Source: an optimization exercise on an open RTL-to-GDS flow (aim: small area and a short achievable clock period). Production flows keep margins and buffers that such runs may drop.
No run shown here included a check of the RTL's function; only the layout flow was run.

==> flow/design.v (outline; a module is shown in full before it is edited, if it fits) <==
// module fft8_top: 7170 lines
module fft8_top (
    input  logic         clk,
    input  logic         reset_n,
    input  logic         valid_in,
    input  logic [143:0] x_re,
    input  logic [143:0] x_im,
    output logic         valid_out,
    output logic [143:0] y_re,
    output logic [143:0] y_im
);
  // ...
==> flow/flow/run.sh <==
#!/bin/bash
# Layout flow: the standard flow (standard.sh), with two changes:
#  1. after the standard synthesis, flow/polopt.py re-chooses the polarity of
#     each full-adder cell (a full adder is self-dual) to remove inverters;
#     the logic function and every register are unchanged;
#  2. the port buffers use sky130_fd_sc_hd__buf_1.
set -euo pipefail
R=$PWD/orfs/results/sky130hd/fft8_top/base
export BUFFER_PORTS_ARGS="-buffer_cell sky130_fd_sc_hd__buf_1"
bash standard.sh $R/1_2_yosys.v > synth_make.log 2>&1
cp $R/1_2_yosys.v standard_synth_netlist.v
python3 flow/polopt.py standard_synth_netlist.v $R/1_2_yosys.v > polopt.log 2>&1
bash standard.sh > layout_make.log 2>&1
==> flow/flow/polopt.py <==
#!/usr/bin/env python3
"""Remove inverters around full-adder cells of a Yosys gate netlist.

A full adder is self-dual: FA(~a, ~b, ~c) = ~FA(a, b, c) for both SUM and
COUT.  Each fa cell may therefore be "flipped" (its inputs and outputs taken in
the other polarity) without changing what the circuit computes.  This script
chooses flips that minimise the number of inverters, then rewrites the
netlist: every inverter is removed and at most one inverter per signal is put
back where some load needs the other polarity.

usage: polopt.py IN.v OUT.v
"""
import re
import sys
import random

IN, OUT = sys.argv[1], sys.argv[2]
src = open(IN).read()

cell_re = re.compile(r'^\s*(sky130_fd_sc_hd__\w+)\s+(\S+)\s*\((.*?)\);', re.S | re.M)
pin_re = re.compile(r'\.(\w+)\(([^()]*)\)')

m0 = cell_re.search(src)
head = src[:m0.start()]
cells = []
last_end = None
for m in cell_re.finditer(src):
    typ, name, body = m.group(1), m.group(2), m.group(3)
    pins = [(p, n.strip()) for p, n in pin_re.findall(body)]
    cells.append([typ, name, pins])
    last_end = m.end()
tail = src[last_end:]
if re.search(r'\bassign\b', tail) or re.search(r'\bassign\b', head):
    sys.exit('assign statements not supported')

OUTPINS = {'X', 'Y', 'Q', 'Q_N', 'SUM', 'COUT', 'HI', 'LO'}


def is_inv(t):
    return re.match(r'sky130_fd_sc_hd__(inv|clkinv)_\d+$', t) is not None


def is_fa(t):
    return re.match(r'sky130_fd_sc_hd__fa_\d+$', t) is not None


# driver of each net
driver = {}
for ci, (t, n, pins) in enumerate(cells):
    for p, net in pins:
        if p in OUTPINS:
            driver[net] = (ci, p)

# root and parity of each net through inverter chains
inv_in = {}
for ci, (t, n, pins) in enumerate(cells):
    if is_inv(t):
        d = dict(pins)
        inv_in[d['Y']] = d['A']


def root(net):
    par = 0
    while net in inv_in:
        net = inv_in[net]
        par ^= 1
    return net, par


# output port nets
port_out = set()
for m in re.finditer(r'^\s*output\s+(\[(\d+):(\d+)\]\s*)?(\S+);', head, re.M):
    name = m.group(4)
    if m.group(1):
        hi, lo = int(m.group(2)), int(m.group(3))
        for i in range(lo, hi + 1):
            port_out.add(f'{name}[{i}]')
    else:
        port_out.add(name)

fa_idx = [ci for ci, c in enumerate(cells) if is_fa(c[0])]
# a flippable fa must not drive an output port directly
flippable = set()
for ci in fa_idx:
    outs = [net for p, net in cells[ci][2] if p in OUTPINS]
    if not any(o in port_out for o in outs):
        flippable.add(ci)

# consumers: list of (root, parity, consumer cell or None for port, pin)
cons = {}  # root -> list of [cell index or -1, parity]
uses = []  # (ci, pin, root, parity)
for ci, (t, n, pins) in enumerate(cells):
    if is_inv(t):
        continue
    for p, net in pins:
        if p in OUTPINS:
            continue
        r, par = root(net)
        uses.append((ci, p, r, par))
        cons.setdefault(r, []).append((ci, par))
port_uses = []
for pn in sorted(port_out):
    if pn in inv_in:
        r, par = root(pn)
        port_uses.append((pn, r, par))
        cons.setdefault(r, []).append((-1, par))

# driver cell of each root (fa only matter)
root_drv = {}
for r in cons:
    if r in driver:
        root_drv[r] = driver[r][0]

flip = {ci: 0 for ci in flippable}


def fl(ci):
    return flip.get(ci, 0)


def need_inv(r):
    d = fl(root_drv[r]) if r in root_drv else 0
    for ci, par in cons[r]:
        if par ^ d ^ (fl(ci) if ci >= 0 else 0):
            return 1
    return 0


def total():
    return sum(need_inv(r) for r in cons)


# roots touched by each fa
touch = {}
for ci in flippable:
    rs = set()
    for p, net in cells[ci][2]:
        if p in OUTPINS:
            if net in cons:
                rs.add(net)
        else:
            rs.add(root(net)[0])
    touch[ci] = list(rs)

before = total()
n_inv_before = sum(1 for c in cells if is_inv(c[0]))
order = sorted(flippable)
random.seed(1)
best = dict(flip)
best_cost = before
cur = before
for rnd in range(60):
    improved = False
    random.shuffle(order)
    for ci in order:
        rs = touch[ci]
        old = sum(need_inv(r) for r in rs)
        flip[ci] ^= 1
        new = sum(need_inv(r) for r in rs)
        if new < old or (new == old and rnd > 5 and random.random() < 0.3):
            cur += new - old
            if new < old:
                improved = True
        else:
            flip[ci] ^= 1
        if cur < best_cost:
            best_cost = cur
            best = dict(flip)
    if not improved and rnd > 20:
        break
flip = best
after = total()
print(f'inverter cells before {n_inv_before}, needed before {before}, after {after}, '
      f'flipped {sum(flip.values())} of {len(flippable)} fa cells', file=sys.stderr)

# rewrite
inv_net = {}
new_cells = []
cnt = [0]


def inv_of(r):
    if r not in inv_net:
        cnt[0] += 1
        nn = f'_polinv_{cnt[0]}_'
        inv_net[r] = nn
        new_cells.append(['sky130_fd_sc_hd__inv_1', f'_polinv_cell_{cnt[0]}_', [('A', r), ('Y', nn)]])
    return inv_net[r]


use_map = {}
for ci, p, r, par in uses:
    d = fl(root_drv[r]) if r in root_drv else 0
    need = par ^ d ^ fl(ci)
    use_map[(ci, p)] = inv_of(r) if need else r

out_cells = []
for ci, (t, n, pins) in enumerate(cells):
    if is_inv(t):
        continue
    np_ = []
    for p, net in pins:
        if p in OUTPINS:
            np_.append((p, net))
        else:
            np_.append((p, use_map[(ci, p)]))
    out_cells.append([t, n, np_])
for pn, r, par in port_uses:
    d = fl(root_drv[r]) if r in root_drv else 0
    if par ^ d:
        cnt[0] += 1
        out_cells.append(['sky130_fd_sc_hd__inv_1', f'_polinv_cell_{cnt[0]}_', [('A', r), ('Y', pn)]])
    else:
        cnt[0] += 1
        out_cells.append(['sky130_fd_sc_hd__buf_1', f'_polbuf_cell_{cnt[0]}_', [('A', r), ('X', pn)]])
out_cells += new_cells

# pin assignment: a full adder is symmetric in its inputs; put the latest
# arriving input on CIN (fastest arc), the next on B, the earliest on A.
FA_PIN_D = {'A': 0.45, 'B': 0.42, 'CIN': 0.38}
drv2 = {}
for k, (t, n, pins) in enumerate(out_cells):
    for p, net in pins:
        if p in OUTPINS:
            drv2[net] = k
arr = {}


def is_ff(t):
    return re.match(r'sky130_fd_sc_hd__(df|sdf|edf)', t) is not None


def cell_delay(t, p):
    if is_fa(t):
        return FA_PIN_D.get(p, 0.45)
    if 'ha_' in t:
        return 0.3
    if is_inv(t):
        return 0.07
    return 0.2


def arrival(net):
    if net in arr:
        return arr[net]
    stack = [net]
    while stack:
        x = stack[-1]
        if x in arr:
            stack.pop()
            continue
        k = drv2.get(x)
        if k is None or is_ff(out_cells[k][0]):
            arr[x] = 0.0
            stack.pop()
            continue
        t, n, pins = out_cells[k]
        ins = [(p, net2) for p, net2 in pins if p not in OUTPINS]
        miss = [net2 for p, net2 in ins if net2 not in arr]
        if miss:
            stack.extend(miss)
            continue
        a = 0.0
        for p, net2 in ins:
            a = max(a, arr[net2] + cell_delay(t, p))
        for p, net2 in pins:
            if p in OUTPINS:
                arr[net2] = a
        stack.pop()
    return arr[net]


swapped = 0
for k in range(len(out_cells)):
    t, n, pins = out_cells[k]
    if not is_fa(t):
        continue
    d = dict(pins)
    ins = sorted([d['A'], d['B'], d['CIN']], key=arrival)
    if [d['A'], d['B'], d['CIN']] != ins:
        swapped += 1
    d['A'], d['B'], d['CIN'] = ins
    out_cells[k] = [t, n, [(p, d[p]) for p, _ in pins]]
    # arrival of outputs is recomputed lazily only for later cells; keep simple
print(f'fa input pins reordered on {swapped} cells', file=sys.stderr)

# declare new wires
decl = ''.join(f'  wire {w};\n' for w in inv_net.values())
hm = head.rstrip('\n') + '\n' + decl
body = []
for t, n, pins in out_cells:
    ps = ',\n'.join(f'    .{p}({net}{" " if net.startswith(chr(92)) else ""})' for p, net in pins)
    body.append(f'  {t} {n} (\n{ps}\n  );\n')
open(OUT, 'w').write(hm + ''.join(body) + tail)
print(f'inverter cells written {sum(1 for c in out_cells if is_inv(c[0]))}', file=sys.stderr)
==> flow/standard.sh <==
#!/bin/bash
# synth_recipe.tcl (not shown) runs the flow's synth.tcl, then flattens the netlist and writes it again
# the make line also repeats each setting of config.mk as NAME=value (left out here)
make -C /OpenROAD-flow-scripts/flow DESIGN_CONFIG=/design/flow/config.mk WORK_HOME=/design/flow/orfs CLKGATE_MAP_FILE= SYNTH_SCRIPT=/design/flow/synth_recipe.tcl "${@:-finish}"
==> flow/config.mk <==
export PLATFORM = sky130hd
export DESIGN_NAME = fft8_top
export DESIGN_NICKNAME = fft8_top
export VERILOG_FILES = /design/flow/design.v
export SDC_FILE = /design/flow/constraint.sdc
export NUM_CORES = 4
export LEC_CHECK = 0
export CAP_MARGIN = 20
export CORE_MARGIN = 2
export CORE_UTILIZATION = 40
export SLEW_MARGIN = 20
==> flow/constraint.sdc <==
create_clock -name core_clock -period 12.0 [get_ports {clk}]
set_input_delay 2.4000 -clock core_clock [delete_from_list [all_inputs] [get_ports {clk}]]
set_output_delay 2.4000 -clock core_clock [all_outputs]
set_load 0.01 [all_outputs]
==> summary.md, run 1 <==
| Metric | Value |
|---|---|
| Most used routing layer | `met2` |
| Worst hold path stage count | `0` |
| Final number of hold-violating endpoints | `0` |
| Setup repair after global routing missed its margin | `no` |
| Buffering overhead | `0.0292` |
| Crit path arrival time | `about 5.6 ns` |
| CP top delay family | `adder cells` |
| GR Util met2 | `0.337` |
| TAP cells | `between 2000 and 2500` |
| Terminus of the critical flop-to-flop path | `r3683_3` |
| Count of non-CTS inverters in the layout | `roughly 670` |
| Boundary pin count | `slightly below 600` |
| Worst Reg2Reg Path Length in Cells | `15` |
| Post-placement setup slack | `approximately 7 ns` |
| Pin count of the biggest net entering global routing | `17` |
| GP Congestion | `~0.85` |
| Number of clock buffers in the layout | `238` |
| Clock tree from TritonCTS | `built` |
| Overall routing resource usage | `0.193` |
| Nets | `about 6300` |
| Number of failing setup endpoints in the final timing report | `0` |
| Result of the run | `finished clean` |
| Mean Syn Cell Area | `~16 µm²` |
| Worst Hold Endpoint | `r3226_5` |
| Met1 usage in global routing | `0.250` |
| Pre-antenna DRT Iters | `5` |
| Cts repair resizes | `0` |
| Flop2flop setup slack | `7.15 ns` |
| CP required | `roughly 13 ns` |
| Number of placed instances with taps included | `6637` |
| Number of warnings issued by yosys | `1` |
==> run 2, diff against run 1 <==
==> flow/flow/run.sh (replaced) <==
#!/bin/bash
# Layout flow: the standard flow (standard.sh), with two changes:
#  1. after the standard synthesis, flow/polopt.py re-chooses the polarity of
#     each full-adder cell (a full adder is self-dual) to remove inverters;
#     it also puts the latest-arriving input of each full adder on its fastest
#     pin (CIN); the logic function and every register are unchanged;
#  2. the port buffers use sky130_fd_sc_hd__buf_1;
#  3. the timing repair after CTS and global routing works on every path
#     whose slack is under SETUP_SLACK_MARGIN (the constraints are unchanged).
set -euo pipefail
R=$PWD/orfs/results/sky130hd/fft8_top/base
export SETUP_SLACK_MARGIN=7.7
export BUFFER_PORTS_ARGS="-buffer_cell sky130_fd_sc_hd__buf_1"
bash standard.sh $R/1_2_yosys.v > synth_make.log 2>&1
cp $R/1_2_yosys.v standard_synth_netlist.v
python3 flow/polopt.py standard_synth_netlist.v $R/1_2_yosys.v > polopt.log 2>&1
bash standard.sh > layout_make.log 2>&1
--- a/flow/config.mk
+++ b/flow/config.mk
@@ -8,4 +8,6 @@
 export CAP_MARGIN = 20
 export CORE_MARGIN = 2
 export CORE_UTILIZATION = 40
+export CTS_CLUSTER_DIAMETER = 100
+export CTS_CLUSTER_SIZE = 28
 export SLEW_MARGIN = 20
==> run 2 against run 1 <==
Maximum frequency increased by 12%. Largest cell class unchanged. Critical path type unchanged. Die area unchanged. Routed wire length decreased by 0.16%. Synthesized area unchanged. Core utilization decreased by 1.5 points. Flip-flop and latch count unchanged. Clock-buffer cell count decreased by 158. Cell area decreased by 3.2%. Clock skew decreased by 0.0093 ns. Still clean.
==> summary.md, run 2 <==
| Metric | Value |
|---|---|
| Total placed instance area | `68900 µm² (was 68700 µm²)` |
| CP most frequent cell | `fa_2` |
| TritonCTS Sinks | `1743 (unchanged)` |
| H-tree level count | `3 (was 4)` |
| Area of the placeable core | `163000 µm² (unchanged)` |
| Worst Reg2Reg Path Length in Cells | `14 (was 15)` |
| Pre-antenna DRT Iters | `4 (was 5)` |
| Overall routing resource usage | `0.192 (was 0.193)` |
| Antenna violations before repair | `18 (was 13)` |
| Fraction of final layout cells sized beyond drive strength 1 | `0.109 (was 0.0641)` |
| Drt drc | `0 (unchanged)` |
| CP top delay family | `adder cells (unchanged)` |
| CP required | `12.60 ns (was 12.70 ns)` |
| Antenna viol nets, final | `0 (unchanged)` |
| First-pass GRT wire length | `225000 µm (was 227000 µm)` |
| Measured slew at the worst slew-check pin | `0.659 ns (was 0.656 ns)` |
| Number of flip-flops under the largest register name | `5 (unchanged)` |
| Fill count | `14615 (was 14394)` |
| Boundary pin count | `580 (unchanged)` |
| Site Rows | `148 (unchanged)` |
| Type of element launching the critical path | `flop (unchanged)` |
| Clock slew seen by the registers of the worst setup and hold paths | `0.12 ns (was 0.06 ns)` |
| Worst-Skew Late Latency | `0.72 ns (was 0.82 ns)` |
| DRC marker count from the first detailed-route iteration | `1350 (was 1247)` |
| Remaining Overflow, GRT | `0 (unchanged)` |
| Worst min path class | `reg -> reg (unchanged)` |
| Syn-to-layout area delta | `9.90% (was 13.6%)` |
| Clock period minus worst slack | `4.34 ns (was 4.85 ns)` |
| Clock Tree Buf Depth | `3 (unchanged)` |
| Mean Syn Cell Area | `15.8 µm² (unchanged)` |
| GP Congestion | `0.846 (was 0.851)` |
| Worst slew margin relative to its limit | `0.557 (was 0.559)` |
| Cell count after synthesis | `4162 (unchanged)` |
| Starting Density | `0.404 (unchanged)` |
| Ordered cell list for the critical path | `fa_2 -> fa_2 -> fa_1 -> fa_1 -> ha_1 -> nor3b_1 -> nor2_1 -> inv_1 -> fa_2 -> inv_2 -> ha_4 -> inv_4 -> ha_4 -> inv_1 (was inv_1 -> fa_1 -> fa_1 -> fa_1 -> fa_1 -> ha_1 -> nor3b_1 -> nor2_1 -> inv_1 -> fa_1 -> inv_1 -> ha_1 -> inv_1 -> ha_1 -> inv_1)` |
| Total negative slack | `0 ns (unchanged)` |
| Cell type of the slowest stage on the worst timing path | `fa_2 (was fa_1)` |
| Result of the run | `finished clean (unchanged)` |
| Max stage delay on crit path | `0.65 ns (was 0.90 ns)` |
| Register bank with the most flops | `vld (unchanged)` |
| Vias in the first global route | `32786 (was 33397)` |
| Worst setup skew after layout | `0.0393 ns (was 0.0486 ns)` |
| Floorplan die width | `410 µm (unchanged)` |
| Nets | `6222 (was 6273)` |
| Nature of the critical path endpoint | `flop (unchanged)` |
| Wire per inst | `22.9 µm (was 22.4 µm)` |
| Max Cap Viol | `0 (unchanged)` |
| Post-route fraction of the period consumed by the critical path | `0.361 (was 0.404)` |
| Root Buffer | `clkbuf_16 (unchanged)` |
| Via Count | `28090 (was 28606)` |
| Per-cell via count in the routed design | `4.14 (was 4.11)` |
| Sum of buffers and inverters on the critical path | `4 (was 5)` |
| Number of warnings issued by yosys | `1 (unchanged)` |
| Pin count of the biggest net entering global routing | `29 (was 17)` |
| Final number of hold-violating endpoints | `0 (unchanged)` |
| Most common cell after layout, fill and taps aside | `dfxtp_1 (unchanged)` |
| Crit path arrival time | `4.94 ns (was 5.55 ns)` |
| Commonest cells after routing, fill and taps aside | `1716 x dfxtp_1, 867 x fa_1, 644 x inv_1 (was 1743 x dfxtp_1, 1133 x fa_1, 669 x inv_1)` |
| Final design area excluding fillers | `72400 µm² (was 74800 µm²)` |
| Clock tree from TritonCTS | `built (unchanged)` |
| Max-slew violation count | `0 (unchanged)` |
| Die area | `168000 µm² (unchanged)` |
| Fmax | `231 MHz (was 206 MHz)` |
| Number of placed instances with taps included | `6637 (unchanged)` |
| Maximum fanout encountered on the critical timing path | `3 (was 6)` |
| Die height | `410 µm (unchanged)` |
| Quantity of I/O buffers inserted on ports | `579 (unchanged)` |
| Number of standard cells in the layout, taps in and fillers out | `6793 (was 6968)` |
| Number of buffers added to fix hold violations after cts | `0 (unchanged)` |
| Detailed-placement wirelength estimate | `134000 µm (about the same)` |
| Detailed Route WL | `156000 µm (about the same)` |
| Setup repair after global routing missed its margin | `yes (was no)` |
| Post-synthesis instance area | `65900 µm² (unchanged)` |
| Worst hold path stage count | `0 (unchanged)` |
| Number of failing setup endpoints in the final timing report | `0 (unchanged)` |
| Net count after synthesis | `5792 (unchanged)` |
| Number of buffers added by the clock tree synthesis step | `76 (was 179)` |
| Worst Path Class, Setup | `reg -> reg (unchanged)` |
| Stages on worst setup path | `14 (was 15)` |
-- run 2: cell types whose count changed in the layout (fill, tap and decap cells not counted), moves of 25 or more --
cell,change
clkinv_2,-31
fa_2,+266
dfxtp_1,-27
clkbuf_16,-101
clkbuf_8,-31
inv_1,-25
clkbuf_1,-26
buf_4,+47
fa_1,-266
-- run 2: worst paths after layout --
kind	startpoint	to	slack, ns
worst max register to register	r640_2	r3683_3	7.66
worst max-delay path	r640_2	r3683_3	7.66
worst min-delay path	r230_1	r230_2	0.32
worst min register to register	r230_1	r230_2	0.32
-- run 2: repair_timing --
action | in CTS | in global routing
buffers inserted | 27 | 25
resized for setup | 189 | 115
pin swaps | 51 | 87
setup endpoints to repair | 124 | 84
-- run 2: final cells by class --
type                       instances  area (µm²)  area share
timing repair buffer             632        2620      0.0362
clock inverter                    15         269     0.00372
antenna                            9        22.5    0.000311
inverter                         669        2520      0.0348
tap                             2175        2720      0.0376
sequential                      1743       34900       0.483
clock buffer                      80        1990      0.0275
multi-input combinational       1470       27300       0.377
-- run 2: worst reg2reg max path, delay by kind of cell (launching register included) --
family	cells	cell delay, ns
and+or+nand+nor	2	0.24
buffers and inverters	4	0.22
adders and majority gates	8	3.40
DFF	1	0.37
-- run 2: routing by layer --
metal	vias up	wire, µm	track usage
met3	158	7410	0.0346
met4	6	4730	0.0544
met1	14594	65700	0.248
li1	12683	-	-
met5	-	29	0
met2	649	78000	0.331
-- run 2: stage by stage --
stage,utilization,worst slack (ns),hold slack (ns)
detailed placement,0.422,7.08,0.312
global route,0.444,7.52,0.325
floorplan,-,7.58,0.310
finish,0.444,7.66,0.319
global placement,0.422,7.11,0.310
CTS,0.440,7.63,0.312
==> run 3, diff against run 2 <==
--- a/flow/flow/run.sh
+++ b/flow/flow/run.sh
@@ -9,7 +9,7 @@
 #     whose slack is under SETUP_SLACK_MARGIN (the constraints are unchanged).
 set -euo pipefail
 R=$PWD/orfs/results/sky130hd/fft8_top/base
-export SETUP_SLACK_MARGIN=7.7
+export SETUP_SLACK_MARGIN=7.9
 export BUFFER_PORTS_ARGS="-buffer_cell sky130_fd_sc_hd__buf_1"
 bash standard.sh $R/1_2_yosys.v > synth_make.log 2>&1
 cp $R/1_2_yosys.v standard_synth_netlist.v
==> run 3 against run 2 <==
Cell area up 1.7%. Largest cell class unchanged. First-iteration DRC count shrank 15%. Cell count grew 0.40%. Clock-buffer cell count down 1. Core utilization increased by 0.77 points. Die area unchanged. Synthesized area did not move. Non-clock buffer count grew 26.
==> summary.md, run 3 <==
| Metric | Value |
|---|---|
| Post-synthesis instance area | `65900 µm² (unchanged)` |
| Pin count of the biggest net entering global routing | `29 (unchanged)` |
| Measured slew at the worst slew-check pin | `0.652 ns (was 0.659 ns)` |
| Final hold slack | `0.301 ns (was 0.319 ns)` |
| Terminus of the critical flop-to-flop path | `r2290_3 (was r3683_3)` |
| Antenna violations before repair | `29 (was 18)` |
| Via Count | `28153 (was 28090)` |
| Register bank with the most flops | `vld (unchanged)` |
| Number of buffers added by the clock tree synthesis step | `76 (unchanged)` |
| Max-slew violation count | `0 (unchanged)` |
| Starting Density | `0.404 (unchanged)` |
| Root Buffer | `clkbuf_16 (unchanged)` |
| Area of the placeable core | `163000 µm² (unchanged)` |
| Clock Tree Buf Depth | `3 (unchanged)` |
| Worst Path Class, Setup | `reg -> reg (unchanged)` |
| Die area | `168000 µm² (unchanged)` |
| Flop2flop setup slack | `7.69 ns (was 7.66 ns)` |
| Max Cap Viol | `0 (unchanged)` |
| Type of element launching the critical path | `flop (unchanged)` |
| Smallest setup slack after layout | `7.69 ns (was 7.66 ns)` |
| Amount of wire on met3 after detailed routing | `7800 µm (was 7410 µm)` |
| Mean Syn Cell Area | `15.8 µm² (unchanged)` |
| Drt drc | `0 (unchanged)` |
| TritonCTS Sinks | `1743 (unchanged)` |
| Pre-antenna DRT Iters | `5 (was 4)` |
| Post-placement setup slack | `7.12 ns (was 7.08 ns)` |
| Worst slew margin relative to its limit | `0.562 (was 0.557)` |
| Worst Reg2Reg Path Length in Cells | `9 (was 14)` |
| H-tree level count | `3 (unchanged)` |
| Launch instance of the worst register-to-register path | `r1661_2 (was r640_2)` |
| Setup repair after global routing missed its margin | `yes (unchanged)` |
| Remaining Overflow, GRT | `0 (unchanged)` |
| Clock period minus worst slack | `4.31 ns (was 4.34 ns)` |
| Nets | `6248 (was 6222)` |
| Min-Delay Startpoint | `r2813_4 (was r230_1)` |
| Commonest cells after routing, fill and taps aside | `1693 x dfxtp_1, 664 x fa_1, 611 x inv_1 (was 1716 x dfxtp_1, 867 x fa_1, 644 x inv_1)` |
| Result of the run | `finished clean (unchanged)` |
| Number of flip-flops under the largest register name | `5 (unchanged)` |
| Worst setup skew after layout | `0.0368 ns (was 0.0393 ns)` |
| Quantity of I/O buffers inserted on ports | `579 (unchanged)` |
| Fraction of final layout cells sized beyond drive strength 1 | `0.179 (was 0.109)` |
| First-pass GRT wire length | `228000 µm (was 225000 µm)` |
| Post-route fraction of the period consumed by the critical path | `0.359 (was 0.361)` |
| Clock tree from TritonCTS | `built (unchanged)` |
| Final number of hold-violating endpoints | `0 (unchanged)` |
| Detailed-placement wirelength estimate | `134000 µm (about the same)` |
| Antenna viol nets, final | `0 (unchanged)` |
| Worst min path class | `reg -> reg (unchanged)` |
| Cell count after synthesis | `4162 (unchanged)` |
| Fmax | `232 MHz (was 231 MHz)` |
| Per-cell via count in the routed design | `4.13 (was 4.14)` |
| Detailed Route WL | `156000 µm (about the same)` |
| Overall routing resource usage | `0.193 (was 0.192)` |
| Syn-to-layout area delta | `11.8% (was 9.90%)` |
| Number of warnings issued by yosys | `1 (unchanged)` |
| Number of failing setup endpoints in the final timing report | `0 (unchanged)` |
| Floorplan die width | `410 µm (unchanged)` |
| Utilization after layout | `0.451 (was 0.444)` |
| Wire per inst | `22.9 µm (about the same)` |
| Worst-Skew Late Latency | `0.71 ns (was 0.72 ns)` |
| CP required | `12.64 ns (was 12.60 ns)` |
| Met2 wire length | `79300 µm (was 78000 µm)` |
| Die height | `410 µm (unchanged)` |
| Worst hold path stage count | `0 (unchanged)` |
| Site Rows | `148 (unchanged)` |
| Nature of the critical path endpoint | `flop (unchanged)` |
| Top metal layer carrying routed signals | `met5 (unchanged)` |
| Met1 Wirelength | `66400 µm (was 65700 µm)` |
| Vias in the first global route | `32873 (was 32786)` |
| Most common cell after layout, fill and taps aside | `dfxtp_1 (unchanged)` |
| Total negative slack | `0 ns (unchanged)` |
| Clock slew seen by the registers of the worst setup and hold paths | `0.11 ns (was 0.12 ns)` |
| Net count after synthesis | `5792 (unchanged)` |
| DRC marker count from the first detailed-route iteration | `1142 (was 1350)` |
| Maximum fanout encountered on the critical timing path | `3 (unchanged)` |
| Crit path arrival time | `4.95 ns (was 4.94 ns)` |
| GP Congestion | `0.840 (was 0.846)` |
| Worst Hold Endpoint | `r2813_5 (was r230_2)` |
| Boundary pin count | `580 (unchanged)` |
-- run 3: critical path, stage by stage (launching register included) --
cell,delay [ns]
dfxtp_2,0.34
fa_2,0.40
fa_2,0.37
inv_2,0.07
fa_2,0.49
fa_2,0.74
fa_2,0.54
fa_1,0.57
ha_4,0.21
fa_2,0.51
-- run 3: area by class of cell --
cell class | instances | area (µm²)
Antenna cell | 7 | 17.5
Fill cell | 14449 | 89500
Tap cell | 2175 | 2720
Sequential cell | 1743 | 35000
Multi-Input combinational cell | 1470 | 28200
Clock buffer | 79 | 1960
Clock inverter | 19 | 267
Inverter | 669 | 2590
Timing Repair Buffer | 658 | 2930
-- run 3: worst max-delay path by stage --
stage          startpoint  endpoint  slack [ns]  depth (start not counted)
6_report          r1661_2   r2290_3        7.69                          9
5_1_grt            r640_2   r3683_3        7.59                         14
4_1_cts            r585_2   r3683_3        7.65                         15
3_5_place_dp     x_im[36]   r2366_1        7.12                          6
3_3_place_gp     x_im[36]   r2366_1        7.16                          6
2_1_floorplan    x_re[54]   r1735_1        7.58                          8
-- run 3: repair_timing --
action                                 4_1_cts  5_1_grt
pin swaps                                  155      120
setup endpoints to repair                  191      156
gates resized for setup                    364      137
endpoints found under the hold margin        0        0
hold buffers                                 0        0
buffers inserted                            55       24
-- run 3: routing by layer --
| layer | vias to the layer above | track usage |
|---|---|---|
| met3 | 135 | 0.0349 |
| met5 | - | 0 |
| li1 | 12727 | - |
| met1 | 14686 | 0.254 |
| met4 | 20 | 0.0370 |
| met2 | 585 | 0.336 |
-- run 3: through the flow --
step	area, µm²	std cells
after detailed placement	69300	6636
after global routing	73600	6813
final	73700	6820
after floorplan	66600	4162
after CTS	73000	6789
after global placement	69300	6636

[afterwards: timing with drivers on the ports]
No port has a modelled driver above. Below, the same layouts with a new extraction and two added sets of constraints.
Step 1: set_driving_cell puts a clkbuf_16 on clk and a buf_2 on each other input, an assumption about the parent block.
Step 2 times the ports against the registers' clock, not the clock port: input delays grow and output delays shrink by t, the midpoint of the rising clock arrivals with the driver on.
Slacks: ideal / step 1 / step 2; pairs: ideal / step 1.
run	t, ns	setup slack, ns	worst hold slack (ns)	worst setup path after step 2	worst slew at a driven data input, ns
run 1	0.880	7.155 / 7.155 / 7.107	0.305 / 0.305 / 0.305	input to register	0.12
run 2	0.786	7.664 / 7.664 / 7.178	0.319 / 0.319 / 0.319	input to register	0.16
run 3	0.772	7.691 / 7.691 / 7.147	0.301 / 0.301 / 0.301	input to register	0.17
After both steps setup and hold are still met in every run listed. The setup slack of run 3, which loses most, moves by 0.000 ns with the drivers and by -0.544 ns with both steps.
